What follows belongs to an exercise in optimizing a design on an open flow for small area, a short achievable clock period and few clock cycles per item; a production flow would make more cautious choices. Only simulation tests tie the RTL to the original design; equivalence was not proved. Power is estimated from default activity; no workload was simulated.

## design/flow/config.mk

```make
export PLATFORM = sky130hd
export DESIGN_NAME = session_replay_counter_table
export DESIGN_NICKNAME = session_replay_counter_table
export VERILOG_FILES = /design/flow/design.v
export SDC_FILE = /design/flow/constraint.sdc
export NUM_CORES = 4
export LEC_CHECK = 0
export CAP_MARGIN = 20
export CORE_MARGIN = 2
export CORE_UTILIZATION = 70
export CTS_CLUSTER_DIAMETER = 80
export CTS_CLUSTER_SIZE = 20
export SETUP_SLACK_MARGIN = 3.4
export SLEW_MARGIN = 20
```

## design/flow/constraint.sdc

```tcl
create_clock -name core_clock -period 6.0 [get_ports {i_clk}]
set_input_delay 1.2000 -clock core_clock [delete_from_list [all_inputs] [get_ports {i_clk}]]
set_output_delay 1.2000 -clock core_clock [all_outputs]
set_load 0.01 [all_outputs]
```

## design/flow/design.v

```verilog
package srct_pkg;
    localparam int SLOTS = 8;
    localparam int IDX_W = (SLOTS > 1) ? $clog2(SLOTS) : 1;
    localparam logic KIND_CHECK   = 1'b0;
    localparam logic KIND_RESTORE = 1'b1;
endpackage
module session_replay_counter_table (
    input  logic        i_clk,
    input  logic        i_rst_n,
    input  logic        i_in_valid,
    output logic        o_in_ready,
    input  logic        i_in_kind,
    input  logic [31:0] i_in_sess,
    input  logic [31:0] i_in_counter,
    output logic        o_out_valid,
    input  logic        i_out_ready,
    output logic        o_out_accepted
);
    localparam int SLOTS = srct_pkg::SLOTS;
    localparam int NB    = 4;   
    logic [SLOTS-1:0] r_valid;
    logic [31:0]      r_sess [SLOTS];
    logic [31:0]      r_ctr  [SLOTS];
    logic             r_v1;
    logic             r_kind1;
    logic [31:0]      r_sess1;
    logic [31:0]      r_c1;
    logic             r_v2;       
    logic [SLOTS-1:0] r_sel2;     
    logic             r_any2;     
    logic             r_force2;   
    logic [31:0]      r_c2;       
    logic             r_v3;
    logic [SLOTS-1:0] r_sel3;
    logic             r_any3;
    logic             r_force3;
    logic [31:0]      r_c3;
    logic [NB-1:0]    r_gb3;      
    logic [NB-1:0]    r_eb3;      
    logic [NB-1:0]    r_gf3;      
    logic [NB-1:0]    r_ef3;      
    logic             r_same3;    
    logic             r_wr4;      
    logic [2:0]       r_qcnt;
    logic [4:0]       r_qacc;
    logic             r_ovalid;   
    logic             r_ready;
    logic [2:0]       r_occ;      
    logic [SLOTS-1:0] w_hit;
    logic [SLOTS-1:0] w_first_free;
    logic [SLOTS-1:0] w_sel;
    logic             w_any_hit;
    logic             w_seen_free;
    logic             w_cnz;
    logic             w_take;
    logic             w_alloc;
    logic [31:0]      w_hctr;
    logic [NB-1:0]    w_gb;
    logic [NB-1:0]    w_eb;
    logic [NB-1:0]    w_gf;
    logic [NB-1:0]    w_ef;
    logic [NB-1:0]    w_g3;
    logic [NB-1:0]    w_e3;
    logic             w_gt;
    logic             w_wr3;
    logic             w_acc3;
    logic             w_pop;
    assign w_take = i_in_valid && r_ready;
    assign w_cnz  = (r_c1 != 32'd0);
    always_comb begin
        w_seen_free = 1'b0;
        for (int i = 0; i < SLOTS; i++) begin
            w_hit[i]        = r_valid[i] && (r_sess[i] == r_sess1);
            w_first_free[i] = !r_valid[i] && !w_seen_free;
            w_seen_free     = w_seen_free || !r_valid[i];
        end
        w_any_hit = |w_hit;
        w_alloc   = w_cnz && !w_any_hit && w_seen_free;
        w_sel     = w_any_hit ? w_hit : (w_first_free & {SLOTS{w_alloc}});
    end
    function automatic logic [1:0] cmp8(input logic [7:0] a, input logic [7:0] b);
        logic [7:0] g;
        logic [7:0] l;
        g = a & ~b;
        l = ~a & b;
        for (int w = 1; w < 8; w = w * 2) begin
            for (int k = 0; k < 8; k = k + 2 * w) begin
                g[k] = g[k + w] | (~l[k + w] & g[k]);
                l[k] = l[k + w] | (~g[k + w] & l[k]);
            end
        end
        cmp8 = {g[0], !(g[0] || l[0])};
    endfunction
    always_comb begin
        w_hctr = '0;
        for (int i = 0; i < SLOTS; i++)
            if (r_sel2[i]) w_hctr = w_hctr | r_ctr[i];
        for (int b = 0; b < NB; b++) begin
            {w_gb[b], w_eb[b]} = cmp8(r_c2[8*b +: 8], w_hctr[8*b +: 8]);
            {w_gf[b], w_ef[b]} = cmp8(r_c2[8*b +: 8], r_c3[8*b +: 8]);
        end
    end
    always_comb begin
        if (r_same3 && r_wr4) begin
            w_g3 = r_gf3;
            w_e3 = r_ef3;
        end else begin
            w_g3 = r_gb3;
            w_e3 = r_eb3;
        end
        w_gt = w_g3[3] ||
               (w_e3[3] && (w_g3[2] ||
                            (w_e3[2] && (w_g3[1] ||
                                         (w_e3[1] && w_g3[0])))));
        w_wr3  = r_force3 || w_gt;
        w_acc3 = r_any3 && w_wr3;
    end
    always_ff @(posedge i_clk) begin
        for (int i = 0; i < SLOTS; i++) begin
            if (!r_valid[i])               r_sess[i] <= r_sess1;
            if (r_sel3[i] && w_wr3)        r_ctr[i]  <= r_c3;
        end
        r_kind1  <= i_in_kind;
        r_sess1  <= i_in_sess;
        r_c1     <= i_in_counter;
        r_c2     <= r_c1;
        r_force2 <= w_alloc || (r_kind1 && w_cnz);
        r_c3     <= r_c2;
        r_force3 <= r_force2;
        r_gb3    <= w_gb;
        r_eb3    <= w_eb;
        r_gf3    <= w_gf;
        r_ef3    <= w_ef;
        r_same3  <= |(r_sel2 & r_sel3);
        r_wr4    <= w_wr3;
    end
    logic [4:0] n_qacc;
    logic [2:0] n_qcnt;
    always_comb begin
        n_qacc = r_qacc;
        n_qcnt = r_qcnt;
        if (w_pop) begin
            n_qacc = {1'b0, r_qacc[4:1]};
            n_qcnt = n_qcnt - 3'd1;
        end
        if (r_v3) begin
            n_qacc[n_qcnt] = w_acc3;
            n_qcnt              = n_qcnt + 3'd1;
        end
    end
    assign w_pop = r_ovalid && i_out_ready;
    always_ff @(posedge i_clk) begin
        if (!i_rst_n) begin
            r_valid  <= '0;
            r_v1     <= 1'b0;
            r_v2     <= 1'b0;
            r_sel2   <= '0;
            r_any2   <= 1'b0;
            r_v3     <= 1'b0;
            r_sel3   <= '0;
            r_any3   <= 1'b0;
            r_qcnt   <= 3'd0;
            r_ovalid <= 1'b0;
            r_ready  <= 1'b1;
            r_occ    <= 3'd0;
        end else begin
            r_valid  <= r_valid | (w_first_free & {SLOTS{r_v1 && w_alloc}});
            r_v1     <= w_take;
            r_v2     <= r_v1;
            r_sel2   <= w_sel & {SLOTS{r_v1}};
            r_any2   <= r_v1 && (w_any_hit || w_alloc);
            r_v3     <= r_v2;
            r_sel3   <= r_sel2;
            r_any3   <= r_any2;
            r_qcnt   <= n_qcnt;
            r_ovalid <= (n_qcnt != 3'd0);
            if (w_take && !w_pop) begin
                r_occ   <= r_occ + 3'd1;
                r_ready <= (r_occ < 3'd4);
            end else if (!w_take && w_pop) begin
                r_occ   <= r_occ - 3'd1;
                r_ready <= 1'b1;
            end else begin
                r_ready <= (r_occ < 3'd5);
            end
        end
        r_qacc <= n_qacc;
    end
    assign o_in_ready     = r_ready;
    assign o_out_valid    = r_ovalid;
    assign o_out_accepted = r_qacc[0];
endmodule
```

## design/flow/run.sh

```bash
#!/bin/bash
# synth_recipe.tcl (not shown) runs the flow's synth.tcl, then flattens the netlist and writes it again
# the make line also repeats each setting of config.mk as NAME=value (left out here)
make -C /OpenROAD-flow-scripts/flow DESIGN_CONFIG=/design/flow/config.mk WORK_HOME=/design/flow/orfs CLKGATE_MAP_FILE= SYNTH_SCRIPT=/design/flow/synth_recipe.tcl finish
```

==> summary.txt, run 1 <==
* Hold Path Class: reg -> reg
* Critical path class: reg -> reg
* Maxcap violations at 0
* Layout Nets at 1805
* Slew @ Worst Pin at 1.063 ns
* CP bufs+invs at 0
* Int Power at 7.095 mW
* Sink Count at 701
* Async set-reset flop share out of synthesis at 0
* Leak Pwr at 9.481 nW
* GP Congestion at 0.8029
* YS warnings at 3
* WL per Instance at 23.91 um
* Global Route Usage Sum at 0.2801
* Layout filler cell count at 2139
* Core Region at 36700 um2
* # H-tree levels at 2
* Crit. End Element: flip-flop
* Final Skew at 0.02652 ns
* Slew Limit Headroom at 0.2911
* CP cell instances: a21o_1 > a21o_1 > a21oi_1 > a31oi_1 > or2_2 > and2_2
* Detail Placement HPWL at 30.83 mm
* Port bufs at 71
* EDFF count, synth at 512
* Type of origin of the critical path: flip-flop
* Diode count at 0
* Seq/Total Area, Yosys at 0.7344
* Worst-Skew Late Latency at 0.59 ns
* Design area at 28560 um2
* Syn nets at 1724
* Final Hold Viols at 0
* Clk pin slew, worst setup/hold paths at 0.08 ns
* Crit path top cell by count: a21o_1
* Distinct cells, synth at 62
* Die area at 38830 um2
* Period minus WS final at 2.624 ns
* Root buf cell: clkbuf_16
* Area post-placement at 27250 um2
* Initial Utilization at 0.7108
* Sequential power share at 0.613
* Crit path max fanout at 32
* Switching part of the total at 0.2175
* Worst vdd ir at 0.3784 mV
* First-pass detailed-route iteration total at 5
* Ports at 72
* Arrival @ worst endpoint at 2.84 ns
* WL final at 53.24 mm
* # DRC at 0
* Final period utilization at 0.4374
* Synth Cell Area at 26090 um2
* Total gr overflow at 0
* CP top delay family: simple AND/OR/NAND/NOR gates
* Post-CTS setup buffer count at 0
* Die width at 197.0 um
* Register area at 19170 um2
* Commonest register cell after synthesis: edfxtp_1
* Fin Hold WS at 0.3523 ns
* Combinational group share of total power at 0.071
* Bufs on Longest Clock Path at 3
* Outcome: finished clean
* Largest net degree at the start of global routing at 36
* CTS Buf Count at 41
* Power density over the cells at 317.4 nW/um2
* Slowest CP cell: and2_2
* Synth Register Bits at 701
* Fmax at 381.0 MHz
* Max-slew violation count at 0
* RSZ-0062 raised after global routing: yes
* Site row count at 70
* Mean cell area of the mapped netlist at 15.84 um2
* Fraction of layout cells with a size suffix above 1 at 0.08243
* Setup violations, final at 0
* P&R area growth vs syn at 9.492%
* Die height at 197.0 um
* Cells after synthesis at 1647
* Initial antenna violation count at 0
* TNS Setup at 0 ns
* NetSw at 1.972 mW
* Starting DRC count in detailed routing at 977
* Clock power share at 0.316
* Data required time of the worst path at 6.21 ns
* Reg2reg setup slack at 3.38 ns
* First-pass GRT wire length at 80.54 mm
* Via count at 13800
* Crit path largest cell delay at 0.89 ns
* Vias in the first global route at 14070
* CTS tree: built
* Via density per instance at 6.197
* Antenna-violating nets left at 0
* Area of the multi-input gates at 6421 um2
-- logic make-up after synthesis --
kind of cell / Yosys count / share of synthesized area
mux: 2 / 0.0007675
buf+inv: 116 / 0.02446
flops: 701 / 0.7344
simple gates: 280 / 0.06470
compound gates: 223 / 0.06221
fa+ha+maj: 60 / 0.02446
xor+xnor: 265 / 0.08897
-- cells in the mapped netlist, types with 3 or more instances --
master,number,share of area
a211o_1,4,0.0013
a211oi_1,7,0.0020
a21o_1,4,0.0012
a21oi_1,21,0.0040
a22oi_1,132,0.038
and2_1,24,0.0058
and4_1,15,0.0050
and4b_1,3,0.0012
buf_2,21,0.0040
buf_4,29,0.0083
buf_6,9,0.0039
clkbuf_1,9,0.0013
dfxtp_1,189,0.15
edfxtp_1,512,0.59
ha_1,7,0.0034
inv_1,45,0.0065
maj3_1,44,0.017
maj3_2,8,0.0035
nand2_1,34,0.0049
nand2b_1,13,0.0031
nand3_1,22,0.0042
nand4_1,74,0.018
nand4_2,5,0.0024
nor2_1,25,0.0036
nor2b_1,9,0.0022
nor3_1,14,0.0027
nor4_1,26,0.0062
o211ai_1,6,0.0017
o21a_1,6,0.0017
o21ai_0,8,0.0015
o21ai_1,11,0.0021
o22ai_1,4,0.00096
o31ai_1,6,0.0017
or3_1,4,0.00096
xnor2_1,230,0.077
xor2_1,35,0.012
-- cell type report --
type / instances / share of cell area
Tap cell: 468 / 0.02050
Inverter: 47 / 0.006177
Timing Repair Buffer: 107 / 0.03421
Multi-Input combinational cell: 830 / 0.2248
Clock inverter: 3 / 0.001621
Sequential cell: 701 / 0.6713
Clock buffer: 71 / 0.04135
-- metal layers --
| layer | track usage | vias to the layer above | share of wire |
|---|---|---|---|
| li1 | - | 6335 | - |
| met1 | 0.3545 | 6929 | 0.40 |
| met2 | 0.4968 | 435 | 0.51 |
| met3 | 0.04405 | 102 | 0.059 |
| met4 | 0.09635 | 0 | 0.035 |
| met5 | 0 | - | 0 |
-- repair_timing --
| item | 4_1_cts | 5_1_grt |
|---|---|---|
| gates resized for setup | 29 | 7 |
| pin swaps | 0 | 1 |
| hold buffers | 0 | 0 |
| cloned | 0 | 0 |
| endpoints found under the setup margin | 242 | 207 |
-- final timing paths --
path,startpoint,to,depth (start not counted)
setup reg to reg,r_ef3[1]$_DFF_P_,r_ctr[3][10]$_DFFE_PP_,6
setup / recovery,r_ef3[1]$_DFF_P_,r_ctr[3][10]$_DFFE_PP_,6
hold reg to reg,r_c1[2]$_DFF_P_,r_c2[2]$_DFF_P_,0
hold / removal,r_c1[2]$_DFF_P_,r_c2[2]$_DFF_P_,0
-- registers in the layout (all words and copies together), names as in the netlist, 3 cells and up --
name,flops
r_qacc,5
r_occ,3
r_c1,32
r_gf3,4
r_sess,256
r_sel2,8
r_c2,32
r_qcnt,3
r_ef3,3
r_ctr,256
r_eb3,3
r_valid,8
r_sel3,8
r_c3,32
r_sess1,32
r_gb3,4
-- metrics by stage --
step	setup WS, ns	instances	utilization	power, mW
after floorplan	3.415	1647	-	6.089
after global placement	2.400	2153	0.7426	6.276
after detailed placement	2.295	2153	0.7426	6.308
after CTS	3.355	2227	0.7776	9.106
after global routing	3.343	2227	0.7783	9.358
final	3.376	2227	0.7783	9.067
-- power groups by stage --
stage,combinational [mW],clock (mW),sequential [mW]
after floorplan,0.477,0,5.61
after detailed placement,0.643,0,5.67
after global routing,0.713,3.06,5.58
final,0.648,2.86,5.56
after global placement,0.623,0,5.65
after CTS,0.649,2.90,5.56
-- worst register-to-register path, delay by kind of cell, from the launching register on --
family / cells / cell delay [ns]
and+or+nand+nor: 2 / 1.17
AOI/OAI and AO/OA: 4 / 0.72
DFF: 1 / 0.33
-- cell usage in the layout (no fill, tap or decap), drive strengths merged, types with 3 or more instances in the layout --
cell and n:
nand2 34, clkdlybuf4s50 66, o211ai 6, o21a 6, a211o 4, and4b 3
and2 24, a21o 4, o31ai 8, nor2 25, a22oi 132, dfxtp 189
nor3 15, dlygate4sd2 4, nand2b 13, edfxtp 512, nand3 23, buf 36
maj3 52, xnor2 230, a21oi 21, and4 15, or3 4, nor2b 9
ha 7, o21ai 19, a211oi 7, o22ai 6, xor2 35, clkbuf 71
nor4 26, nand4 81, inv 49
Testbench counts, summed over its fixed seeds: cycles 3,232, items 3,200.
==> run 2, diff against run 1 <==
--- a/design/flow/config.mk
+++ b/design/flow/config.mk
@@ -8,7 +8,7 @@
 export CAP_MARGIN = 20
 export CORE_MARGIN = 2
 export CORE_UTILIZATION = 70
-export CTS_CLUSTER_DIAMETER = 80
-export CTS_CLUSTER_SIZE = 20
+export CTS_CLUSTER_DIAMETER = 100
+export CTS_CLUSTER_SIZE = 25
 export SETUP_SLACK_MARGIN = 3.4
 export SLEW_MARGIN = 20
==> summary.txt, run 2 <==
* Outcome: finished clean
* Slew Limit Headroom at 0.2888
* Post-layout util at 0.7737
* Root buf cell: clkbuf_16
* Setup WS pre-CTS at 2.295 ns
* Synth Register Bits at 701
* Crit path max fanout at 32
* Synth cell count leaders: edfxtp_1, xnor2_1, dfxtp_1
* Fraction of layout cells with a size suffix above 1 at 0.07952
* Seq/Total Area, Yosys at 0.7344
* Initial antenna violation count at 0
* CP top delay family: simple AND/OR/NAND/NOR gates
* Crit. End Element: flip-flop
* Commonest cells after routing, fill and taps aside: edfxtp_1, xnor2_1, dfxtp_1
* P&R area growth vs syn at 8.845%
* Setup violations, final at 0
* Hold-fix buffers at CTS at 0
* Ports at 72
* Dominant cells by area after synthesis: edfxtp_1, dfxtp_1, xnor2_1, a22oi_1, nand4_1
* Cells after synthesis at 1647
* Final Skew at 0.02321 ns
* CP bufs+invs at 0
* Largest net degree at the start of global routing at 36
* Via count at 13700
* Syn nets at 1724
* # DRC at 0
* Synth Cell Area at 26090 um2
* Share of the synthesized area in the top cell type at 0.5894
* Final WS setup at 3.451 ns
* Final period utilization at 0.4248
* CTS tree: built
* YS warnings at 3
* Data required time of the worst path at 6.17 ns
* Site row count at 70
* Worst vdd ir at 0.3604 mV
* Largest registers: r_ctr (256), r_sess (256)
* Die height at 197.0 um
* Clk pin slew, worst setup/hold paths at 0.09 ns
* Mean cell area of the mapped netlist at 15.84 um2
* Type of origin of the critical path: flip-flop
* TNS Setup at 0 ns
* Crit path top cell by count: a21o_1
* Starting DRC count in detailed routing at 1057
* Layout Nets at 1799
* Antenna-violating nets left at 0
* Yosys top cell by area: edfxtp_1
* RSZ-0062 raised after global routing: yes
* Total power at 8.811 mW
* Vias in the first global route at 13930
* Placed insts at 2153
* Final Hold Viols at 0
* Fmax at 392.3 MHz
* Leak Pwr at 9.389 nW
* GP Congestion at 0.8029
* Diode count at 0
* WL per Instance at 23.75 um
* Fin cells at 2216
* Initial Utilization at 0.7108
* Cell with the most instances after synthesis: edfxtp_1
* Fin Hold WS at 0.3522 ns
* Commonest register cell after synthesis: edfxtp_1
* Core Region at 36700 um2
* Arrival @ worst endpoint at 2.72 ns
* Port bufs at 71
* First-pass detailed-route iteration total at 7
* Die width at 197.0 um
* Sink Count at 701
* CP cell instances: a21o_1 > a21o_1 > a221oi_1 > a31oi_1 > or2_2 > and2_2
* Critical path class: reg -> reg
* Via density per instance at 6.184
* Maxcap violations at 0
* Detail Placement HPWL at 30.83 mm
* CTS Buf Count at 34
* Global Route Usage Sum at 0.2745
* Hold Path Class: reg -> reg
* # H-tree levels at 2
* Design area at 28390 um2
* Period minus WS final at 2.549 ns
* Layout filler cell count at 2138
* Total gr overflow at 0
* Most common cell after layout, fill and taps aside: edfxtp_1
* Crit path largest cell delay at 0.89 ns
* Area post-placement at 27250 um2
* Die area at 38830 um2
* Worst-Skew Late Latency at 0.55 ns
* Power density over the cells at 310.3 nW/um2
* Bufs on Longest Clock Path at 3
* WL final at 52.64 mm
* EDFF count, synth at 512
* Async set-reset flop share out of synthesis at 0
* First-pass GRT wire length at 79.55 mm
* Distinct cells, synth at 62
* Max-slew violation count at 0
* Slew @ Worst Pin at 1.067 ns
* Slowest CP cell: and2_2
[run 2: logic make-up (layout without fill, tap and decap cells)]
logic type               count (synthesis)  after routing  synth area share
flip-flops                             701            701            0.7344
AND/OR/NAND/NOR                        280            280           0.06470
XOR/XNOR                               265            265           0.08897
AO/OA/AOI/OAI                          223            223           0.06221
buffers and inverters                  116            217           0.02446
adder cells (fa/ha/maj)                 60             60           0.02446
multiplexers                             2              2         0.0007675
[run 2: cell type report]
| cell class | count | area [um2] | area share |
|---|---|---|---|
| timing repair buffer | 108 | 984.7 | 0.03468 |
| inverter | 47 | 176.4 | 0.006213 |
| clock inverter | 2 | 47.55 | 0.001675 |
| multi-input combinational | 830 | 6410 | 0.2258 |
| clock buffer | 60 | 1012 | 0.03565 |
| sequential | 701 | 19180 | 0.6754 |
| tap | 468 | 585.6 | 0.02062 |
[run 2: worst paths after layout]
check / start / slack (ns) / cells past startpoint / endpoint
worst min-delay path: r_c1[2]$_DFF_P_ / 0.35 / 0 / r_c2[2]$_DFF_P_
worst max register to register: r_gb3[0]$_DFF_P_ / 3.45 / 6 / r_ctr[0][9]$_DFFE_PP_
worst min register to register: r_c1[2]$_DFF_P_ / 0.35 / 0 / r_c2[2]$_DFF_P_
worst max-delay path: r_gb3[0]$_DFF_P_ / 3.45 / 6 / r_ctr[0][9]$_DFFE_PP_
[run 2: report_power, final]
group	switching, mW	internal [mW]
clock network	1.41	1.19
registers	0.162	5.40
logic	0.328	0.322
[run 2: per-layer routing]
metal  wire, um  global-route usage
met4       1700             0.09134
met5          0                   0
met1      20710              0.3500
met3       2731             0.03176
met2      27490              0.4943
[run 2: timing repair]
| item | CTS | global route |
|---|---|---|
| endpoints found under the setup margin | 59 | 238 |
| hold endpoints to repair | 0 | 0 |
| resized for setup | 30 | 4 |
| setup buffers | 0 | 1 |
| pin swaps | 0 | 1 |
==> run 3, diff against run 2 <==
--- a/design/flow/config.mk
+++ b/design/flow/config.mk
@@ -10,5 +10,5 @@
 export CORE_UTILIZATION = 70
 export CTS_CLUSTER_DIAMETER = 100
 export CTS_CLUSTER_SIZE = 25
-export SETUP_SLACK_MARGIN = 3.4
+export SETUP_SLACK_MARGIN = 3.6
 export SLEW_MARGIN = 20
==> summary.txt, run 3 <==
* Outcome: finished clean
* Crit. End Element: flip-flop
* Crit path max fanout at 32
* Async set-reset flop share out of synthesis at 0
* Crit path top cell by count: a21o_1
* Initial antenna violation count at 1
* Global Route Usage Sum at 0.2807
* Sink Count at 701
* Arrival @ worst endpoint at 2.81 ns
* Port bufs at 71
* Crit path largest cell delay at 0.90 ns
* Maxcap violations at 0
* Fraction of layout cells with a size suffix above 1 at 0.09749
* Synth Register Bits at 701
* Diode count at 0
* Synth cell count leaders: edfxtp_1, xnor2_1, dfxtp_1
* Distinct cells, synth at 62
* Critical path class: reg -> reg
* Ports at 72
* Via count at 13960
* CP bufs+invs at 0
* Syn nets at 1724
* Die width at 197.0 um
* Vias in the first global route at 14020
* Slowest CP cell: and2_2
* Cell with the most instances after synthesis: edfxtp_1
* Via density per instance at 6.282
* P&R area growth vs syn at 9.756%
* Setup violations, final at 0
* Max-slew violation count at 0
* Fmax at 378.3 MHz
* Clk pin slew, worst setup/hold paths at 0.10 ns
* First-pass detailed-route iteration total at 5
* Power density over the cells at 309.6 nW/um2
* First-pass GRT wire length at 81.50 mm
* # DRC at 0
* Die height at 197.0 um
* Cells after synthesis at 1647
* Share of the synthesized area in the top cell type at 0.5894
* Initial Utilization at 0.7108
* Slew Limit Headroom at 0.2801
* EDFF count, synth at 512
* Final period utilization at 0.4405
* Most common cell after layout, fill and taps aside: edfxtp_1
* Type of origin of the critical path: flip-flop
* Seq/Total Area, Yosys at 0.7344
* # H-tree levels at 2
* Commonest register cell after synthesis: edfxtp_1
* RSZ-0062 raised after global routing: yes
* Synth Cell Area at 26090 um2
* Mean cell area of the mapped netlist at 15.84 um2
* Total gr overflow at 0
* Starting DRC count in detailed routing at 1193
* Dominant cells by area after synthesis: edfxtp_1, dfxtp_1, xnor2_1, a22oi_1, nand4_1
* Hold-fix buffers at CTS at 0
* CP cell instances: a21o_1 > a21o_1 > a21oi_1 > a31oi_1 > or2_2 > and2_2
* Leak Pwr at 9.466 nW
* Hold Path Class: reg -> reg
* WL per Instance at 24.00 um
* Data required time of the worst path at 6.17 ns
* Core Region at 36700 um2
* Yosys top cell by area: edfxtp_1
* Largest registers: r_ctr (256), r_sess (256)
* Site row count at 70
* Layout filler cell count at 2139
* Largest net degree at the start of global routing at 36
* Commonest cells after routing, fill and taps aside: edfxtp_1, xnor2_1, dfxtp_1
* YS warnings at 3
* CTS tree: built
* Final Skew at 0.02488 ns
* TNS Setup at 0 ns
* Slew @ Worst Pin at 1.080 ns
* Antenna-violating nets left at 0
* CTS Buf Count at 34
* Die area at 38830 um2
* GP Congestion at 0.8234
* Period minus WS final at 2.643 ns
* Worst vdd ir at 0.2632 mV
* Total power at 8.864 mW
* Bufs on Longest Clock Path at 3
* Detail Placement HPWL at 31.02 mm
* Final Hold Viols at 0
* WL final at 53.34 mm
* Root buf cell: clkbuf_16
* CP top delay family: simple AND/OR/NAND/NOR gates
* Worst-Skew Late Latency at 0.55 ns
* Layout Nets at 1805
## run 3: cell types whose count changed in the layout (fill, tap and decap cells not counted), sizes merged, moves of 2 or more
cell	previous run	this run
inv	47	45
clkinvlp	0	4
clkdlybuf4s15	1	3
buf	37	41
dlygate4sd2	4	2
## run 3: final timing paths
kind,from,to,slack [ns],cells past startpoint
max,r_gf3[0]$_DFF_P_,r_ctr[4][4]$_DFFE_PP_,3.36,6
min,r_c1[5]$_DFF_P_,r_c2[5]$_DFF_P_,0.35,0
max reg2reg,r_gf3[0]$_DFF_P_,r_ctr[4][4]$_DFFE_PP_,3.36,6
min reg2reg,r_c1[5]$_DFF_P_,r_c2[5]$_DFF_P_,0.35,0
## run 3: power by group
part	total (mW)	internal, mW	switching (mW)	leakage [nW]
Sequential	5.56	5.39	0.169	6.59
Clock	2.62	1.20	1.42	0.507
Combinational	0.684	0.343	0.341	2.37
## run 3: logic make-up after synthesis
logic type / Yosys count / share of synthesized area
DFF: 701 / 0.7344
and+or+nand+nor: 280 / 0.06470
xor gates and xnor gates: 265 / 0.08897
AOI/OAI and AO/OA: 223 / 0.06221
buffers and inverters: 116 / 0.02446
adders and majority gates: 60 / 0.02446
muxes: 2 / 0.0007675
## run 3: routing by layer
metal	GRT usage	vias to the layer above	share of wire
met2	0.5003	467	0.52
met5	0	-	0.00024
li1	-	6340	-
met4	0.07185	2	0.024
met1	0.3734	7088	0.40
met3	0.03056	62	0.053
## run 3: cell type report
cell class	instances	area, um2	share of cell area
tap	468	585.6	0.02045
multi-input combinational	831	6523	0.2278
clock inverter	2	47.55	0.001661
clock buffer	60	1012	0.03535
sequential	701	19230	0.6716
timing repair inverter	2	10.01	0.0003496
inverter	47	183.9	0.006424
timing repair buffer	111	1041	0.03636
## run 3: stage by stage
step           std cells    util  hold WS, ns  instance area, um2  setup WS [ns]
6_report            2222  0.7802       0.3491               28630          3.357
5_1_grt             2222  0.7802       0.3501               28630          3.275
4_1_cts             2215  0.7764       0.3490               28490          3.365
3_5_place_dp        2148  0.7427       0.3267               27250          2.425
3_3_place_gp        2148  0.7427       0.3363               27250          2.512
2_1_floorplan       1647       -       0.3096               26180          3.492
## run 3: repair_timing
action / in CTS / in global routing
gates cloned: 2 / 1
pin swaps: 1 / 6
gates resized for setup: 59 / 29
buffers inserted: 3 / 6
setup endpoints to repair: 285 / 276
==> run 4, diff against run 3 <==
--- a/design/flow/config.mk
+++ b/design/flow/config.mk
@@ -10,5 +10,5 @@
 export CORE_UTILIZATION = 70
 export CTS_CLUSTER_DIAMETER = 100
 export CTS_CLUSTER_SIZE = 25
-export SETUP_SLACK_MARGIN = 3.6
+export SETUP_SLACK_MARGIN = 4.0
 export SLEW_MARGIN = 20
==> summary.txt, run 4 <==
* # H-tree levels at 2
* CP cell instances: buf_12 > buf_16 > a22oi_2 > nand4_1 > a22oi_2 > o2111ai_2 > nand3_2 > nand3_2 > a211oi_2
* Root buf cell: clkbuf_16
* NetSw at 2.090 mW
* Type of origin of the critical path: flip-flop
* Final period utilization at 0.3757
* Diode count at 0
* Fraction of layout cells with a size suffix above 1 at 0.2470
* Switching part of the total at 0.2287
* Die area at 38830 um2
* Commonest cells after routing, fill and taps aside: edfxtp_1, xnor2_1, dfxtp_1
* Maxcap violations at 0
* Arrival @ worst endpoint at 2.75 ns
* Power density over the cells at 291.2 nW/um2
* WL final at 68.65 mm
* Fmax at 443.6 MHz
* Wl on met1 at 24.55 mm
* Synth Register Bits at 701
* Worst vdd ir at 0.3142 mV
* EDFF count, synth at 512
* Clk pin slew, worst setup/hold paths at 0.10 ns
* Cells after synthesis at 1647
* Distinct cells, synth at 62
* Synth cell count leaders: edfxtp_1, xnor2_1, dfxtp_1
* CTS Buf Count at 34
* Hold-fix buffers at CTS at 0
* Slew @ Worst Pin at 1.034 ns
* CP Depth at 9
* Via count at 15660
* Site row count at 70
* Vias in the first global route at 15230
* Largest net degree at the start of global routing at 35
* Slew Limit Headroom at 0.3068
* Setup violations, final at 0
* Crit path launch: r_sel2[3]$_SDFF_PN0_
* Clock power share at 0.290
* Die width at 197.0 um
* Bufs on Longest Clock Path at 3
* Crit path largest cell delay at 0.41 ns
* Yosys top cell by area: edfxtp_1
* Leak Pwr at 10.74 nW
* Dominant cells by area after synthesis: edfxtp_1, dfxtp_1, xnor2_1, a22oi_1, nand4_1
* Antenna-violating nets left at 0
* Synth Cell Area at 26090 um2
* Outcome: finished clean
* CP top delay family: compound AO/OA/AOI/OAI gates
* # DRC at 0
* Worst Hold Launch: r_c1[4]$_DFF_P_
* Worst-Skew Late Latency at 0.59 ns
* Global Route Usage Sum at 0.3434
* Starting DRC count in detailed routing at 1940
* Die height at 197.0 um
* Commonest register cell after synthesis: edfxtp_1
* Final Hold Viols at 0
* Mean cell area of the mapped netlist at 15.84 um2
* FF-to-FF End: r_gb3[0]$_DFF_P_
* Post-layout util at 0.8551
* Detail Placement HPWL at 31.32 mm
* YS warnings at 3
* Total gr overflow at 0
* P&R area growth vs syn at 20.29%
* Crit path max fanout at 8
* Most common cell after layout, fill and taps aside: edfxtp_1
* Sequential power share at 0.609
* Cell with the most instances after synthesis: edfxtp_1
* Period minus WS final at 2.254 ns
* Port bufs at 71
* Slowest CP cell: dfxtp_4
* Critical path class: reg -> reg
* Via density per instance at 6.616
* First-pass detailed-route iteration total at 5
* Highest routed layer: met4
* GP Congestion at 0.7990
* Length of routed met2 wiring at 34.61 mm
* Reg2reg setup slack at 3.75 ns
* Data required time of the worst path at 6.50 ns
* Met3 wire length at 5.881 mm
* Worst R2R Start: r_sel2[3]$_SDFF_PN0_
* RSZ-0062 raised after global routing: yes
* Initial antenna violation count at 0
* Seq/Total Area, Yosys at 0.7344
* Layout filler cell count at 1646
* Final Skew at 0.02919 ns
* TNS Setup at 0 ns
* Async set-reset flop share out of synthesis at 0
* Largest registers: r_ctr (256), r_sess (256)
* Hold Path Class: reg -> reg
* Ports at 72
* Worst Reg-to-Reg Cells at 9
* CP bufs+invs at 2
* Sink Count at 701
* Crit. End Element: flip-flop
* Int Power at 7.047 mW
* Share of the synthesized area in the top cell type at 0.5894
* CTS tree: built
* Initial Utilization at 0.7108
* Layout Nets at 1951
* First-pass GRT wire length at 96.05 mm
* Core Region at 36700 um2
* Combinational group share of total power at 0.101
* Worst setup path endpoint: r_gb3[0]$_DFF_P_
* Max-slew violation count at 0
* Syn nets at 1724
* WL per Instance at 29.00 um
run 4: timing repair:
action / 4_1_cts / 5_1_grt
resized for setup: 262 / 93
buffers inserted: 92 / 28
pin swaps: 71 / 61
endpoints found under the setup margin: 300 / 270
cloned: 33 / 4
run 4: metal layers:
metal | vias up | GRT usage
met5 | - | 0
met4 | 0 | 0.1537
met3 | 222 | 0.05003
met2 | 939 | 0.5970
met1 | 7832 | 0.4331
li1 | 6668 | -
run 4: power groups by stage:
stage          combinational, mW  sequential, mW  clock [mW]
6_report                   0.926            5.56        2.65
4_1_cts                    0.837            5.55        2.64
5_1_grt                    0.987            5.58        2.81
3_5_place_dp               0.666            5.67           0
3_3_place_gp               0.645            5.66           0
2_1_floorplan              0.498            5.61           0
run 4: worst register-to-register path, stage by stage (launching register included):
cell	delay (ns)
dfxtp_4	0.41
buf_12	0.15
buf_16	0.14
a22oi_2	0.15
nand4_1	0.24
a22oi_2	0.29
o2111ai_2	0.23
nand3_2	0.18
nand3_2	0.12
a211oi_2	0.26
run 4: cells by family (layout without fill, tap and decap cells):
| group | Yosys count | in the layout | synth area share |
|---|---|---|---|
| flops | 701 | 701 | 0.7344 |
| simple gates | 280 | 290 | 0.06470 |
| xor+xnor | 265 | 265 | 0.08897 |
| compound gates | 223 | 223 | 0.06221 |
| buf+inv | 116 | 358 | 0.02446 |
| fa+ha+maj | 60 | 60 | 0.02446 |
| mux | 2 | 2 | 0.0007675 |
run 4: worst min path at each step:
| stage | to | slack [ns] | depth (start not counted) |
|---|---|---|---|
| 2_1_floorplan | r_force3$_DFF_P_ | 0.31 | 0 |
| 3_3_place_gp | r_c2[30]$_DFF_P_ | 0.34 | 0 |
| 3_5_place_dp | r_c2[11]$_DFF_P_ | 0.34 | 0 |
| 4_1_cts | r_c2[4]$_DFF_P_ | 0.36 | 0 |
| 5_1_grt | r_c2[28]$_DFF_P_ | 0.36 | 0 |
| 6_report | r_c2[4]$_DFF_P_ | 0.36 | 0 |
run 4: layout make-up:
type	count	area [um2]	share of cell area
Sequential cell	701	19310	0.6153
Multi-Input combinational cell	840	7184	0.2290
Timing Repair Buffer	244	3024	0.09638
Clock buffer	60	1012	0.03226
Tap cell	468	585.6	0.01866
Inverter	47	202.7	0.006460
Timing Repair inverter	6	32.53	0.001037
Clock inverter	1	30.03	0.0009570
run 4: per-stage QoR:
stage	power, mW	worst slack (ns)	hold WS [ns]	cell area, um2	instances
final	9.137	3.746	0.3569	31380	2367
after global routing	9.377	3.644	0.3589	31380	2367
after CTS	9.031	3.749	0.3552	30670	2334
after detailed placement	6.334	2.716	0.3399	27350	2148
after global placement	6.302	2.774	0.3378	27350	2148
after floorplan	6.112	3.492	0.3096	26310	1647
==> run 5, diff against run 4 <==
--- a/design/flow/config.mk
+++ b/design/flow/config.mk
@@ -10,5 +10,5 @@
 export CORE_UTILIZATION = 70
 export CTS_CLUSTER_DIAMETER = 100
 export CTS_CLUSTER_SIZE = 25
-export SETUP_SLACK_MARGIN = 4.0
+export SETUP_SLACK_MARGIN = 3.8
 export SLEW_MARGIN = 20
==> summary.txt, run 5 <==
* Outcome: finished clean
* EDFF count, synth at 512
* Seq/Total Area, Yosys at 0.7344
* Data required time of the worst path at 6.48 ns
* Site row count at 70
* Worst vdd ir at 0.3207 mV
* Hold Path Class: reg -> reg
* CP cell instances: buf_12 > xnor2_2 > nand4_1 > nor4_1 > nand4_1 > nand4_4 > or4_4 > o31ai_4
* Synth cell count leaders: edfxtp_1, xnor2_1, dfxtp_1
* Slowest CP cell: or4_4
* Power density over the cells at 301.0 nW/um2
* Hold-fix buffers at CTS at 0
* Commonest register cell after synthesis: edfxtp_1
* Yosys top cell by area: edfxtp_1
* Leak Pwr at 9.979 nW
* Fmax at 442.1 MHz
* Crit path largest cell delay at 0.68 ns
* First-pass detailed-route iteration total at 5
* Detail Placement HPWL at 30.83 mm
* Core Region at 36700 um2
* Starting DRC count in detailed routing at 1177
* Initial Utilization at 0.7108
* Global Route Usage Sum at 0.2906
* CP top delay family: simple AND/OR/NAND/NOR gates
* Ports at 72
* Final Skew at 0.02259 ns
* Initial antenna violation count at 1
* YS warnings at 3
* CP bufs+invs at 1
* Synth Cell Area at 26090 um2
* Largest registers: r_ctr (256), r_sess (256)
* Slew Limit Headroom at 0.2242
* CTS Buf Count at 34
* Vias in the first global route at 14280
* Crit path top cell by count: nand4_1
* Synth Register Bits at 701
* Final Hold Viols at 0
* Via density per instance at 6.248
* Bufs on Longest Clock Path at 3
* First-pass GRT wire length at 83.20 mm
* Die height at 197.0 um
* P&R area growth vs syn at 13.85%
* Cells after synthesis at 1647
* # DRC at 0
* Total gr overflow at 0
* Arrival @ worst endpoint at 2.74 ns
* Syn nets at 1724
* Crit path max fanout at 9
* Root buf cell: clkbuf_16
* Cell with the most instances after synthesis: edfxtp_1
* Maxcap violations at 0
* Hold path depth at 0
* Via count at 14350
* Critical path class: reg -> reg
* Post-layout util at 0.8093
* Crit. End Element: flip-flop
* Largest net degree at the start of global routing at 35
* Async set-reset flop share out of synthesis at 0
* Die width at 197.0 um
* Max-slew violation count at 0
* CP Depth at 8
* RSZ-0062 raised after global routing: yes
* Final period utilization at 0.3770
* WL per Instance at 25.49 um
* Sink Count at 701
* CTS tree: built
* Share of the synthesized area in the top cell type at 0.5894
* Type of origin of the critical path: flip-flop
* Commonest cells after routing, fill and taps aside: edfxtp_1, xnor2_1, dfxtp_1
* Fraction of layout cells with a size suffix above 1 at 0.1581
* Worst-Skew Late Latency at 0.56 ns
* Most common cell after layout, fill and taps aside: edfxtp_1
* Clk pin slew, worst setup/hold paths at 0.10 ns
* GP Congestion at 0.8243
* TNS Setup at 0 ns
* Port bufs at 71
* Antenna-violating nets left at 0
* Dominant cells by area after synthesis: edfxtp_1, dfxtp_1, xnor2_1, a22oi_1, nand4_1
* # H-tree levels at 2
* Worst Reg-to-Reg Cells at 8
* Slew @ Worst Pin at 1.157 ns
* Fin Hold WS at 0.3468 ns
* Die area at 38830 um2
* Distinct cells, synth at 62
* Mean cell area of the mapped netlist at 15.84 um2
* Setup violations, final at 0
* Period minus WS final at 2.262 ns
* WL final at 58.55 mm
* Layout Nets at 1879
[run 5: cell counts after synthesis]
No cell type changed its count.
[run 5: what timing repair did]
item / 4_1_cts / 5_1_grt
endpoints found under the hold margin: 0 / 0
cloned: 8 / 9
pin swaps: 11 / 30
buffers inserted: 47 / 29
gates resized for setup: 130 / 84
setup endpoints to repair: 291 / 285
[run 5: cell type report]
| class | instances | area, um2 |
|---|---|---|
| Sequential cell | 701 | 19270 |
| Fill cell | 1999 | 6999 |
| Multi-Input combinational cell | 839 | 6766 |
| Timing Repair Buffer | 173 | 1800 |
| Clock buffer | 60 | 1012 |
| Tap cell | 468 | 585.6 |
| Inverter | 47 | 198.9 |
| Clock inverter | 2 | 33.78 |
| Timing Repair inverter | 6 | 30.03 |
| Antenna cell | 1 | 2.502 |
[run 5: metrics by stage]
stage / std cells / setup WS (ns) / total power [mW] / instance area (um2)
floorplan: 1647 / 3.492 / 6.109 / 26270
global placement: 2141 / 2.773 / 6.289 / 27260
detailed placement: 2141 / 2.693 / 6.326 / 27260
CTS: 2258 / 3.758 / 8.914 / 29080
global route: 2297 / 3.672 / 9.211 / 29700
finish: 2297 / 3.738 / 8.940 / 29700
[run 5: logic make-up (layout without fill, tap and decap cells)]
group                      Yosys count  count (layout)  share of synthesized area
xor gates and xnor gates           265             265                    0.08897
AOI/OAI and AO/OA                  223             223                    0.06221
buffers and inverters              116             288                    0.02446
muxes                                2               2                  0.0007675
other                                0               1                          0
DFF                                701             701                     0.7344
and+or+nand+nor                    280             289                    0.06470
adders and majority gates           60              60                    0.02446
[run 5: final timing paths]
| check | startpoint | to | slack [ns] |
|---|---|---|---|
| hold / removal | r_force2$_DFF_P_ | r_force3$_DFF_P_ | 0.35 |
| setup / recovery | r_sess1[21]$_DFF_P_ | r_valid[6]$_SDFF_PN0_ | 3.74 |
| setup reg to reg | r_sess1[21]$_DFF_P_ | r_valid[6]$_SDFF_PN0_ | 3.74 |
| hold reg to reg | r_force2$_DFF_P_ | r_force3$_DFF_P_ | 0.35 |
[run 5: power breakdown]
part	switching, mW	total [mW]	internal [mW]
clock	1.43	2.61	1.17
combinational	0.369	0.764	0.395
sequential	0.176	5.57	5.39
[run 5: metal layers]
metal | wire (um) | global-route usage
met1 | 22420 | 0.3629
met3 | 3430 | 0.03637
met2 | 30810 | 0.5336
met4 | 1893 | 0.08772
met5 | 0 | 0
==> run 6, diff against run 5 <==
--- a/design/flow/config.mk
+++ b/design/flow/config.mk
@@ -7,7 +7,7 @@
 export LEC_CHECK = 0
 export CAP_MARGIN = 20
 export CORE_MARGIN = 2
-export CORE_UTILIZATION = 70
+export CORE_UTILIZATION = 75
 export CTS_CLUSTER_DIAMETER = 100
 export CTS_CLUSTER_SIZE = 25
 export SETUP_SLACK_MARGIN = 3.8
==> summary.txt, run 6 <==
* Reg2reg setup slack at 3.64 ns
* Setup violations, final at 0
* Detail Placement HPWL at 31.91 mm
* Layout Nets at 1903
* CTS tree: built
* Crit path max fanout at 8
* Bufs on Longest Clock Path at 3
* Synth Register Bits at 701
* Root buf cell: clkbuf_16
* Synth Cell Area at 26090 um2
* Starting DRC count in detailed routing at 1855
* Outcome: finished clean
* Most common cell after layout, fill and taps aside: edfxtp_1
* RSZ-0062 raised after global routing: yes
* Cell with the most instances after synthesis: edfxtp_1
* Share of the synthesized area in the top cell type at 0.5894
* Worst vdd ir at 0.3234 mV
* Total gr overflow at 0
* Diode count at 0
* P&R area growth vs syn at 15.27%
* Port bufs at 71
* Initial antenna violation count at 1
* Final Hold Viols at 0
* Combinational group share of total power at 0.093
* Die area at 36290 um2
* Distinct cells, synth at 62
* Site row count at 68
* Arrival @ worst endpoint at 2.79 ns
* Type of origin of the critical path: flip-flop
* Commonest cells after routing, fill and taps aside: edfxtp_1, xnor2_1, dfxtp_1
* Initial Utilization at 0.7589
* Slew @ Worst Pin at 1.079 ns
* Switching part of the total at 0.2251
* Die height at 190.5 um
* Synth cell count leaders: edfxtp_1, xnor2_1, dfxtp_1
* FF-to-FF End: r_sel2[4]$_SDFF_PN0_
* Worst setup path endpoint: r_sel2[4]$_SDFF_PN0_
* Global Route Usage Sum at 0.3337
* Period minus WS final at 2.359 ns
* Data required time of the worst path at 6.43 ns
* Power density over the cells at 300.5 nW/um2
* Syn nets at 1724
* NetSw at 2.034 mW
* Slew Limit Headroom at 0.2769
* Leak Pwr at 10.14 nW
* Mean cell area of the mapped netlist at 15.84 um2
* Hold Path Class: reg -> reg
* First-pass GRT wire length at 88.54 mm
* Yosys top cell by area: edfxtp_1
* Wl on met1 at 22.78 mm
* Sequential power share at 0.617
* Final Skew at 0.03909 ns
* Core Region at 34370 um2
* Fraction of layout cells with a size suffix above 1 at 0.1794
* # H-tree levels at 2
* Maxcap violations at 0
* Layout filler cell count at 1441
* Fmax at 424.0 MHz
* EDFF count, synth at 512
* Vias in the first global route at 15020
* Via density per instance at 6.589
* Area post-placement at 27270 um2
* Largest net degree at the start of global routing at 35
* Worst-Skew Late Latency at 0.56 ns
* Crit path launch: r_valid[0]$_SDFF_PN0_
* Length of routed met2 wiring at 32.72 mm
* Cells after synthesis at 1647
* Antenna-violating nets left at 0
* Final period utilization at 0.3931
* First-pass detailed-route iteration total at 6
* Int Power at 7.002 mW
* TNS Setup at 0 ns
* Via count at 15190
* Clk pin slew, worst setup/hold paths at 0.10 ns
* Max-slew violation count at 0
* Crit. End Element: flip-flop
* Worst R2R Start: r_valid[0]$_SDFF_PN0_
* Async set-reset flop share out of synthesis at 0
* Ports at 72
* Sink Count at 701
* Seq/Total Area, Yosys at 0.7344
* WL per Instance at 27.65 um
* YS warnings at 3
* Critical path class: reg -> reg
* CTS Buf Count at 34
* Largest registers: r_ctr (256), r_sess (256)
* # DRC at 0
* Clock power share at 0.290
* Dominant cells by area after synthesis: edfxtp_1, dfxtp_1, xnor2_1, a22oi_1, nand4_1
* GP Congestion at 0.8211
* Met3 wire length at 5.439 mm
* Worst Reg-to-Reg Cells at 7
* WL final at 63.76 mm
* Design area at 30070 um2
* Die width at 190.5 um
* Commonest register cell after synthesis: edfxtp_1
* Highest routed layer: met4
run 6: cells by family (layout without fill, tap and decap cells):
group	after synthesis	in the layout	synth area share
flops	701	701	0.7344
compound gates	223	223	0.06221
xor+xnor	265	265	0.08897
mux	2	2	0.0007675
buf+inv	116	316	0.02446
fa+ha+maj	60	60	0.02446
simple gates	280	284	0.06470
run 6: power groups by stage:
stage | Combinational (mW) | Sequential (mW) | Clock [mW]
final | 0.843 | 5.57 | 2.62
after global routing | 0.898 | 5.59 | 2.78
after CTS | 0.733 | 5.57 | 2.61
after detailed placement | 0.645 | 5.69 | 0
after global placement | 0.617 | 5.67 | 0
after floorplan | 0.494 | 5.61 | 0
run 6: worst min path at each step:
stage	startpoint	to	cells after the start
after floorplan	r_force2$_DFF_P_	r_force3$_DFF_P_	0
after global placement	r_force2$_DFF_P_	r_force3$_DFF_P_	0
after detailed placement	r_force2$_DFF_P_	r_force3$_DFF_P_	0
after CTS	r_force2$_DFF_P_	r_force3$_DFF_P_	0
after global routing	r_force2$_DFF_P_	r_force3$_DFF_P_	0
final	r_force2$_DFF_P_	r_force3$_DFF_P_	0
run 6: cell type report:
class / count / area [um2] / share of cell area
Sequential cell: 701 / 19270 / 0.6410
Clock inverter: 1 / 30.03 / 0.0009987
Tap cell: 455 / 569.3 / 0.01893
Timing Repair Buffer: 201 / 2117 / 0.07041
Timing Repair inverter: 7 / 35.03 / 0.001165
Inverter: 47 / 205.2 / 0.006824
Multi-Input combinational cell: 834 / 6822 / 0.2269
Clock buffer: 60 / 1016 / 0.03379
run 6: timing repair:
item	4_1_cts	5_1_grt
hold buffers	0	0
gates cloned	9	6
resized for setup	158	72
pin swaps	17	33
setup endpoints to repair	291	84
buffers inserted	49	49
run 6: metal layers:
layer  vias up  global-route usage
met1      7601              0.4255
met3       167             0.04085
li1       6531                   -
met4         0              0.1434
met5         -                   0
met2       895              0.5836
run 6: worst max-delay path, stage by stage (launching register included):
cell and delay [ns]:
dfxtp_2 0.49, nand3_1 0.30, nor3_4 0.37, inv_2 0.11, nor4_2 0.31, o21bai_1 0.28
or4_4 0.30, o31ai_2 0.08
run 6: metrics by stage:
step	power (mW)	hold WS (ns)	std cells	setup slack (ns)	util
global route	9.270	0.3444	2306	3.590	0.8748
detailed placement	6.330	0.3132	2132	2.618	0.7934
floorplan	6.109	0.3096	1647	3.492	-
CTS	8.910	0.3354	2251	3.784	0.8504
finish	9.036	0.3477	2306	3.641	0.8748
global placement	6.287	0.3138	2132	2.778	0.7934
==> run 7, diff against run 6 <==
--- a/design/flow/config.mk
+++ b/design/flow/config.mk
@@ -7,7 +7,7 @@
 export LEC_CHECK = 0
 export CAP_MARGIN = 20
 export CORE_MARGIN = 2
-export CORE_UTILIZATION = 75
+export CORE_UTILIZATION = 65
 export CTS_CLUSTER_DIAMETER = 100
 export CTS_CLUSTER_SIZE = 25
 export SETUP_SLACK_MARGIN = 3.8
==> summary.txt, run 7 <==
* Period minus WS final at 2.244 ns
* Port bufs at 71
* WL final at 58.56 mm
* Commonest cells after routing, fill and taps aside: edfxtp_1, xnor2_1, dfxtp_1
* Area of the multi-input gates at 6739 um2
* Synth cell count leaders: edfxtp_1, xnor2_1, dfxtp_1
* RSZ-0062 raised after global routing: yes
* Total gr overflow at 0
* Final period utilization at 0.3740
* Layout filler cell count at 2462
* Detail Placement HPWL at 30.75 mm
* Layout Nets at 1860
* Die area at 41750 um2
* Final Hold Viols at 0
* Worst R2R Start: r_gf3[0]$_DFF_P_
* Worst vdd ir at 0.3193 mV
* Mean cell area of the mapped netlist at 15.84 um2
* Clk pin slew, worst setup/hold paths at 0.09 ns
* Initial antenna violation count at 0
* # H-tree levels at 2
* Type of origin of the critical path: flip-flop
* First-pass detailed-route iteration total at 6
* YS warnings at 3
* Via count at 14230
* Bufs on Longest Clock Path at 3
* Cells after synthesis at 1647
* Share of the synthesized area in the top cell type at 0.5894
* Design area at 29680 um2
* Setup violations, final at 0
* Site row count at 73
* Synth Cell Area at 26090 um2
* Vias in the first global route at 13930
* Outcome: finished clean
* Data required time of the worst path at 6.21 ns
* Diode count at 0
* Fraction of layout cells with a size suffix above 1 at 0.1465
* Cell with the most instances after synthesis: edfxtp_1
* Register area at 19260 um2
* Fin cells at 2334
* Distinct cells, synth at 62
* Fin Hold WS at 0.3461 ns
* Worst Hold Launch: r_force2$_DFF_P_
* EDFF count, synth at 512
* Critical path class: reg -> reg
* CTS Buf Count at 34
* Crit. End Element: flip-flop
* Placed insts at 2202
* Slew Limit Headroom at 0.3551
* Reg2reg setup slack at 3.76 ns
* Met1 Use GR at 0.3702
* Via density per instance at 6.099
* Largest registers: r_ctr (256), r_sess (256)
* WL per Instance at 25.09 um
* Core Region at 39640 um2
* Leak Pwr at 9.918 nW
* Gr busiest metal: met2
* Maxcap violations at 0
* Hold path depth at 0
* Area post-placement at 27360 um2
* Root buf cell: clkbuf_16
* Antenna-violating nets left at 0
* CTS tree: built
* # DRC at 0
* Hold-fix buffers at CTS at 0
* Yosys top cell by area: edfxtp_1
* GP Congestion at 0.7897
* Die height at 204.3 um
* Die width at 204.3 um
* TNS Setup at 0 ns
* Global Route Usage Sum at 0.2721
* Ports at 72
* Synth Register Bits at 701
* Starting DRC count in detailed routing at 1186
* Worst Reg-to-Reg Cells at 6
* Grt met2 use at 0.4605
* Arrival @ worst endpoint at 2.46 ns
* First-pass GRT wire length at 83.79 mm
* Most common cell after layout, fill and taps aside: edfxtp_1
* Post-layout util at 0.7486
* Hold worst-path end: r_force3$_DFF_P_
* P&R area growth vs syn at 13.76%
* Largest net degree at the start of global routing at 35
* Initial Utilization at 0.6581
* Seq/Total Area, Yosys at 0.7344
* Hold Path Class: reg -> reg
* Sink Count at 701
* Worst-Skew Late Latency at 0.58 ns
* Fmax at 445.6 MHz
* Dominant cells by area after synthesis: edfxtp_1, dfxtp_1, xnor2_1, a22oi_1, nand4_1
* Final Skew at 0.02879 ns
* Power density over the cells at 302.2 nW/um2
* Async set-reset flop share out of synthesis at 0
* Slew @ Worst Pin at 0.9621 ns
* GR Util met3 at 0.02966
* Syn nets at 1724
* FF-to-FF End: r_ctr[2][9]$_DFFE_PP_
* Crit path max fanout at 32
* Commonest register cell after synthesis: edfxtp_1
* Max-slew violation count at 0
-- run 7: cell count changes in the layout (fill, tap and decap cells not counted), sizes merged --
cell           change
buf               -45
dlygate4sd2        +1
clkdlybuf4s15      -1
clkinvlp           -2
bufinv             +1
inv                +1
and2               +3
-- run 7: worst max path at each step --
stage | from | to
floorplan | i_out_ready | r_ovalid$_SDFF_PN0_
global placement | i_out_ready | r_ovalid$_SDFF_PN0_
detailed placement | i_out_ready | r_ovalid$_SDFF_PN0_
CTS | r_ovalid$_SDFF_PN0_ | o_out_valid
global route | r_sess1[21]$_DFF_P_ | r_sel2[4]$_SDFF_PN0_
finish | r_gf3[0]$_DFF_P_ | r_ctr[2][9]$_DFFE_PP_
-- run 7: power by group --
| part | switching, mW | internal, mW |
|---|---|---|
| registers | 0.169 | 5.39 |
| clock network | 1.45 | 1.20 |
| logic | 0.367 | 0.395 |
| total | 1.98 | 6.98 |
-- run 7: per-stage QoR --
| stage | power, mW | setup slack (ns) |
|---|---|---|
| floorplan | 6.109 | 3.492 |
| global placement | 6.296 | 2.776 |
| detailed placement | 6.324 | 2.721 |
| CTS | 8.967 | 3.736 |
| global route | 9.258 | 3.641 |
| finish | 8.968 | 3.756 |
-- run 7: repair_timing --
item                                    CTS  global route
pin swaps                                 9            30
cloned                                    8            10
endpoints found under the setup margin  285           209
resized for setup                       126            76
setup buffers                            34            18
-- run 7: cells by family after synthesis --
kind of cell	count (synthesis)	share of synthesized area
DFF	701	0.7344
and+or+nand+nor	280	0.06470
xor gates and xnor gates	265	0.08897
AOI/OAI and AO/OA	223	0.06221
buffers and inverters	116	0.02446
adders and majority gates	60	0.02446
muxes	2	0.0007675
-- run 7: routing by layer --
metal | routed length [um] | share of wire | up-vias
li1 | - | - | 6455
met1 | 23830 | 0.41 | 7201
met2 | 29380 | 0.50 | 496
met3 | 3764 | 0.064 | 82
met4 | 1583 | 0.027 | 0
met5 | 0 | 0 | -
-- run 7: layout make-up --
| cell class | count | area share |
|---|---|---|
| clock buffer | 60 | 0.03411 |
| sequential | 701 | 0.6489 |
| tap | 525 | 0.02214 |
| inverter | 47 | 0.006704 |
| timing repair inverter | 6 | 0.001012 |
| clock inverter | 2 | 0.001602 |
| timing repair buffer | 156 | 0.05844 |
| multi-input combinational | 837 | 0.2271 |
-- run 7: worst max-delay path, cell delays in order, from the launching register on --
cell and delay [ns]:
dfxtp_1 0.33, a21o_1 0.19, a21o_1 0.16, a21oi_1 0.08
a31oi_1 0.20, or2_4 0.29, and2_4 0.59
==> run 8, diff against run 7 <==
--- a/design/flow/config.mk
+++ b/design/flow/config.mk
@@ -10,5 +10,5 @@
 export CORE_UTILIZATION = 65
 export CTS_CLUSTER_DIAMETER = 100
 export CTS_CLUSTER_SIZE = 25
-export SETUP_SLACK_MARGIN = 3.8
+export SETUP_SLACK_MARGIN = 3.9
 export SLEW_MARGIN = 20
==> summary.txt, run 8 <==
* Worst R2R Start: r_sess1[8]$_DFF_P_
* Synth Register Bits at 701
* Hold worst-path end: r_c2[3]$_DFF_P_
* Bufs on Longest Clock Path at 3
* Cell with the most instances after synthesis: edfxtp_1
* Site row count at 73
* Final Hold Viols at 0
* Synth Area in XOR/XNOR at 0.08897
* CTS Buf Count at 34
* Outcome: finished clean
* Slew @ Worst Pin at 1.098 ns
* P&R area growth vs syn at 15.88%
* Seq/Total Area, Yosys at 0.7344
* Mean cell area of the mapped netlist at 15.84 um2
* Most common cell after layout, fill and taps aside: edfxtp_1
* Power density over the cells at 297.6 nW/um2
* Reg2reg setup slack at 3.75 ns
* Commonest register cell after synthesis: edfxtp_1
* Fin cells at 2374
* Fraction of layout cells with a size suffix above 1 at 0.1833
* Crit path max fanout at 16
* Die width at 204.3 um
* # H-tree levels at 2
* Fmax at 444.2 MHz
* CP cell instances: buf_12 > xnor2_1 > nand4_1 > nor4_2 > nand3_2 > nand4_4 > or4_4 > o31ai_4
* Critical path class: reg -> reg
* Final period utilization at 0.3752
* First-pass detailed-route iteration total at 5
* Detail Placement HPWL at 31.23 mm
* Dominant cells by area after synthesis: edfxtp_1, dfxtp_1, xnor2_1, a22oi_1, nand4_1
* Largest net degree at the start of global routing at 35
* Placed insts at 2200
* Crit path largest cell delay at 0.60 ns
* Hold path depth at 0
* CP bufs+invs at 1
* Slew Limit Headroom at 0.2639
* Type of origin of the critical path: flip-flop
* Die area at 41750 um2
* Core Region at 39640 um2
* Leak Pwr at 10.17 nW
* Vias in the first global route at 14120
* Die height at 204.3 um
* WL per Instance at 25.66 um
* Port bufs at 71
* WL final at 60.91 mm
* GP Congestion at 0.8425
* CP top delay family: simple AND/OR/NAND/NOR gates
* Hold-fix buffers at CTS at 0
* Share of the synthesized area in the top cell type at 0.5894
* Initial antenna violation count at 0
* Mux cell area share after synthesis at 0.0007674
* Synth Cell Area at 26090 um2
* Yosys top cell by area: edfxtp_1
* Max-slew violation count at 0
* Commonest cells after routing, fill and taps aside: edfxtp_1, xnor2_1, dfxtp_1
* Crit. End Element: flip-flop
* FF-to-FF End: r_sel2[3]$_SDFF_PN0_
* EDFF count, synth at 512
* CTS tree: built
* Root buf cell: clkbuf_16
* Total gr overflow at 0
* Distinct cells, synth at 62
* First-pass GRT wire length at 86.71 mm
* RSZ-0062 raised after global routing: yes
* Synth Area in Simple Gates at 0.06470
* Combinational family with the most area after synthesis: XOR/XNOR gates
* Syn nets at 1724
* Antenna-violating nets left at 0
* Data required time of the worst path at 6.48 ns
* Final Skew at 0.03561 ns
* Via count at 14470
* Maxcap violations at 0
* Worst vdd ir at 0.3276 mV
* Clk pin slew, worst setup/hold paths at 0.09 ns
* Synth cell count leaders: edfxtp_1, xnor2_1, dfxtp_1
* Worst Reg-to-Reg Cells at 8
* Synth Area in Compound Gates at 0.06221
* YS warnings at 3
* Starting DRC count in detailed routing at 1397
* Global Route Usage Sum at 0.2846
* Initial Utilization at 0.6581
* Sink Count at 701
* Period minus WS final at 2.251 ns
* Worst-Skew Late Latency at 0.58 ns
* Diode count at 0
* Arrival @ worst endpoint at 2.73 ns
* Setup violations, final at 0
* Via density per instance at 6.094
* CP Depth at 8
* Largest registers: r_ctr (256), r_sess (256)
* Adder-cell share of the synthesized area at 0.02446
* Ports at 72
* # DRC at 0
* Cells after synthesis at 1647
* Hold Path Class: reg -> reg
* Async set-reset flop share out of synthesis at 0
* Worst Hold Launch: r_c1[3]$_DFF_P_
* TNS Setup at 0 ns
* Layout Nets at 1901
* Slowest CP cell: or4_4
-- run 8: cell counts after synthesis --
Identical to the previous run, type by type.
-- run 8: cells by family after synthesis --
group	after synthesis
flops	701
simple gates	280
xor+xnor	265
compound gates	223
buf+inv	116
fa+ha+maj	60
mux	2
-- run 8: worst max-delay path by stage --
stage	slack [ns]	from	endpoint
2_1_floorplan	3.49	i_out_ready	r_ovalid$_SDFF_PN0_
3_3_place_gp	2.77	i_out_ready	r_ovalid$_SDFF_PN0_
3_5_place_dp	2.71	i_out_ready	r_qacc[4]$_DFF_P_
4_1_cts	3.74	r_ovalid$_SDFF_PN0_	o_out_valid
5_1_grt	3.72	r_sess1[3]$_DFF_P_	r_sel2[3]$_SDFF_PN0_
6_report	3.75	r_sess1[8]$_DFF_P_	r_sel2[3]$_SDFF_PN0_
-- run 8: cell type report --
type                            count  area (um2)
Clock buffer                       59        1008
Inverter                           47       201.4
Fill cell                        2355        9413
Clock inverter                      2       47.55
Sequential cell                   701       19280
Timing Repair Buffer              193        2122
Tap cell                          525       656.9
Multi-Input combinational cell    841        6879
Timing Repair inverter              6       32.53
-- run 8: what timing repair did --
action | CTS | global route
cloned | 15 | 8
setup endpoints to repair | 297 | 312
pin swaps | 33 | 34
setup buffers | 50 | 40
gates resized for setup | 177 | 59
-- run 8: metal layers --
| metal | track usage | wire length (um) | up-vias |
|---|---|---|---|
| met2 | 0.5027 | 31320 | 516 |
| met5 | 0 | 0 | - |
| met1 | 0.3763 | 24290 | 7328 |
| met3 | 0.02918 | 3680 | 86 |
| li1 | - | - | 6537 |
| met4 | 0.08385 | 1629 | 0 |
-- run 8: stage by stage --
| stage | hold WS (ns) | setup WS, ns | area [um2] | utilization | power (mW) |
|---|---|---|---|---|---|
| after detailed placement | 0.3238 | 2.714 | 27350 | 0.6899 | 6.330 |
| after floorplan | 0.3096 | 3.492 | 26270 | - | 6.109 |
| final | 0.3549 | 3.749 | 30230 | 0.7625 | 8.997 |
| after CTS | 0.3476 | 3.739 | 29480 | 0.7437 | 8.974 |
| after global placement | 0.3144 | 2.772 | 27350 | 0.6899 | 6.304 |
| after global routing | 0.3548 | 3.720 | 30230 | 0.7625 | 9.292 |
-- run 8: report_power, final --
group / switching, mW / total (mW) / internal, mW
clock: 1.45 / 2.64 / 1.19
combinational: 0.380 / 0.794 / 0.414
sequential: 0.170 / 5.56 / 5.39
total: 2.00 / 9.00 / 7.00
==> run 9, diff against run 8 <==
--- a/design/flow/config.mk
+++ b/design/flow/config.mk
@@ -10,5 +10,5 @@
 export CORE_UTILIZATION = 65
 export CTS_CLUSTER_DIAMETER = 100
 export CTS_CLUSTER_SIZE = 25
-export SETUP_SLACK_MARGIN = 3.9
+export SETUP_SLACK_MARGIN = 3.7
 export SLEW_MARGIN = 20
==> summary.txt, run 9 <==
* Largest registers: r_ctr (256), r_sess (256)
* GP Congestion at 0.8141
* Setup violations, final at 0
* WL final at 56.08 mm
* Async set-reset flop share out of synthesis at 0
* TNS Setup at 0 ns
* Fin Hold WS at 0.3399 ns
* Setup WS pre-CTS at 2.714 ns
* Post-layout util at 0.7354
* Port bufs at 71
* Crit path top cell by count: a21o_1
* Data required time of the worst path at 6.25 ns
* Mean cell area of the mapped netlist at 15.84 um2
* Final period utilization at 0.3836
* Via count at 13930
* Seq/Total Area, Yosys at 0.7344
* Site row count at 73
* Leak Pwr at 9.643 nW
* Crit. End Element: flip-flop
* Syn nets at 1724
* Crit path largest cell delay at 0.41 ns
* Arrival @ worst endpoint at 2.56 ns
* Sink Count at 701
* Clk pin slew, worst setup/hold paths at 0.10 ns
* Commonest cells after routing, fill and taps aside: edfxtp_1, xnor2_1, dfxtp_1
* Area post-placement at 27400 um2
* Distinct cells, synth at 62
* Core Region at 39640 um2
* Initial antenna violation count at 0
* Starting DRC count in detailed routing at 1157
* P&R area growth vs syn at 11.76%
* Type of origin of the critical path: flip-flop
* # DRC at 0
* Synth Register Bits at 701
* Max-slew violation count at 0
* Synth cell count leaders: edfxtp_1, xnor2_1, dfxtp_1
* Final Skew at 0.03259 ns
* Largest net degree at the start of global routing at 35
* Crit path max fanout at 32
* Die width at 204.3 um
* Detail Placement HPWL at 31.84 mm
* First-pass detailed-route iteration total at 5
* EDFF count, synth at 512
* Vias in the first global route at 13930
* Layout Nets at 1822
* Slew @ Worst Pin at 0.9941 ns
* Total power at 8.865 mW
* Final Hold Viols at 0
* Root buf cell: clkbuf_16
* Design area at 29150 um2
* CP cell instances: a21o_1 > a21o_1 > a221oi_1 > a31oi_1 > or2_2 > and2_4
* Die height at 204.3 um
* Ports at 72
* Global Route Usage Sum at 0.2736
* Diode count at 0
* Total gr overflow at 0
* Critical path class: reg -> reg
* Bufs on Longest Clock Path at 3
* Worst vdd ir at 0.3210 mV
* YS warnings at 3
* Cells after synthesis at 1647
* Maxcap violations at 0
* Die area at 41750 um2
* CP bufs+invs at 0
* First-pass GRT wire length at 84.09 mm
* Most common cell after layout, fill and taps aside: edfxtp_1
* CP top delay family: compound AO/OA/AOI/OAI gates
* Slowest CP cell: or2_2
* Synth Cell Area at 26090 um2
* CTS Buf Count at 34
* Final WS setup at 3.698 ns
* RSZ-0062 raised after global routing: yes
* Outcome: finished clean
* Cell with the most instances after synthesis: edfxtp_1
* Slew Limit Headroom at 0.3337
* Worst-Skew Late Latency at 0.58 ns
* Placed insts at 2208
* Via density per instance at 6.066
* Dominant cells by area after synthesis: edfxtp_1, dfxtp_1, xnor2_1, a22oi_1, nand4_1
* Hold Path Class: reg -> reg
* Yosys top cell by area: edfxtp_1
* Antenna-violating nets left at 0
* # H-tree levels at 2
* Fin cells at 2296
* WL per Instance at 24.43 um
* Initial Utilization at 0.6581
* Fmax at 434.4 MHz
* Share of the synthesized area in the top cell type at 0.5894
* Power density over the cells at 304.1 nW/um2
* Period minus WS final at 2.302 ns
* CTS tree: built
* Commonest register cell after synthesis: edfxtp_1
* Fraction of layout cells with a size suffix above 1 at 0.1129
[run 9: cell types whose count changed in the layout (fill, tap and decap cells not counted), moves of 6 or more]
| cell | before | now |
|---|---|---|
| buf_4 | 75 | 18 |
| dfxtp_1 | 146 | 162 |
| buf_12 | 27 | 13 |
| dfxtp_2 | 16 | 8 |
| dfxtp_4 | 27 | 19 |
| and2_4 | 15 | 8 |
| xnor2_1 | 221 | 228 |
| xnor2_2 | 8 | 1 |
| a22oi_1 | 126 | 132 |
| a22oi_2 | 6 | 0 |
| buf_8 | 2 | 8 |
[run 9: path summary, 6_finish.rpt]
| path | start | endpoint | slack (ns) | cells after the start |
|---|---|---|---|---|
| max | r_gb3[0]$_DFF_P_ | r_ctr[1][0]$_DFFE_PP_ | 3.70 | 6 |
| min | r_force2$_DFF_P_ | r_force3$_DFF_P_ | 0.34 | 0 |
| max reg2reg | r_gb3[0]$_DFF_P_ | r_ctr[1][0]$_DFFE_PP_ | 3.70 | 6 |
| min reg2reg | r_force2$_DFF_P_ | r_force3$_DFF_P_ | 0.34 | 0 |
[run 9: layer usage]
layer / vias to the layer above / global-route usage / routed length [um]
met5: - / 0 / 0
li1: 6367 / - / -
met2: 402 / 0.4741 / 28560
met3: 87 / 0.03699 / 2753
met4: 0 / 0.1007 / 1897
met1: 7071 / 0.3554 / 22870
[run 9: layout make-up]
cell class | instances | area [um2]
Clock buffer | 61 | 1017
Sequential cell | 701 | 19240
Inverter | 47 | 201.4
Timing Repair Buffer | 124 | 1393
Tap cell | 525 | 656.9
Clock inverter | 1 | 30.03
Fill cell | 2549 | 10490
Timing Repair inverter | 6 | 32.53
Multi-Input combinational cell | 831 | 6583
[run 9: power by group]
group | total, mW | switching [mW] | leakage [nW] | internal, mW
Combinational | 0.690 | 0.345 | 2.56 | 0.345
Clock | 2.62 | 1.44 | 0.499 | 1.18
Sequential | 5.56 | 0.163 | 6.59 | 5.39
[run 9: logic make-up after synthesis]
kind of cell,synth area share
AOI/OAI and AO/OA,0.06221
xor gates and xnor gates,0.08897
adders and majority gates,0.02446
buffers and inverters,0.02446
DFF,0.7344
muxes,0.0007675
and+or+nand+nor,0.06470
[run 9: timing repair]
| action | in CTS | in global routing |
|---|---|---|
| setup endpoints to repair | 275 | 242 |
| pin swaps | 5 | 8 |
| gates cloned | 7 | 1 |
| setup buffers | 8 | 9 |
| hold buffers | 0 | 0 |
| gates resized for setup | 98 | 56 |
| hold endpoints to repair | 0 | 0 |
[run 9: worst register-to-register path, delay by kind of cell (launching register included)]
family           cells  cell delay (ns)
AO/OA/AOI/OAI        4             0.83
AND/OR/NAND/NOR      2             0.79
flip-flops           1             0.31
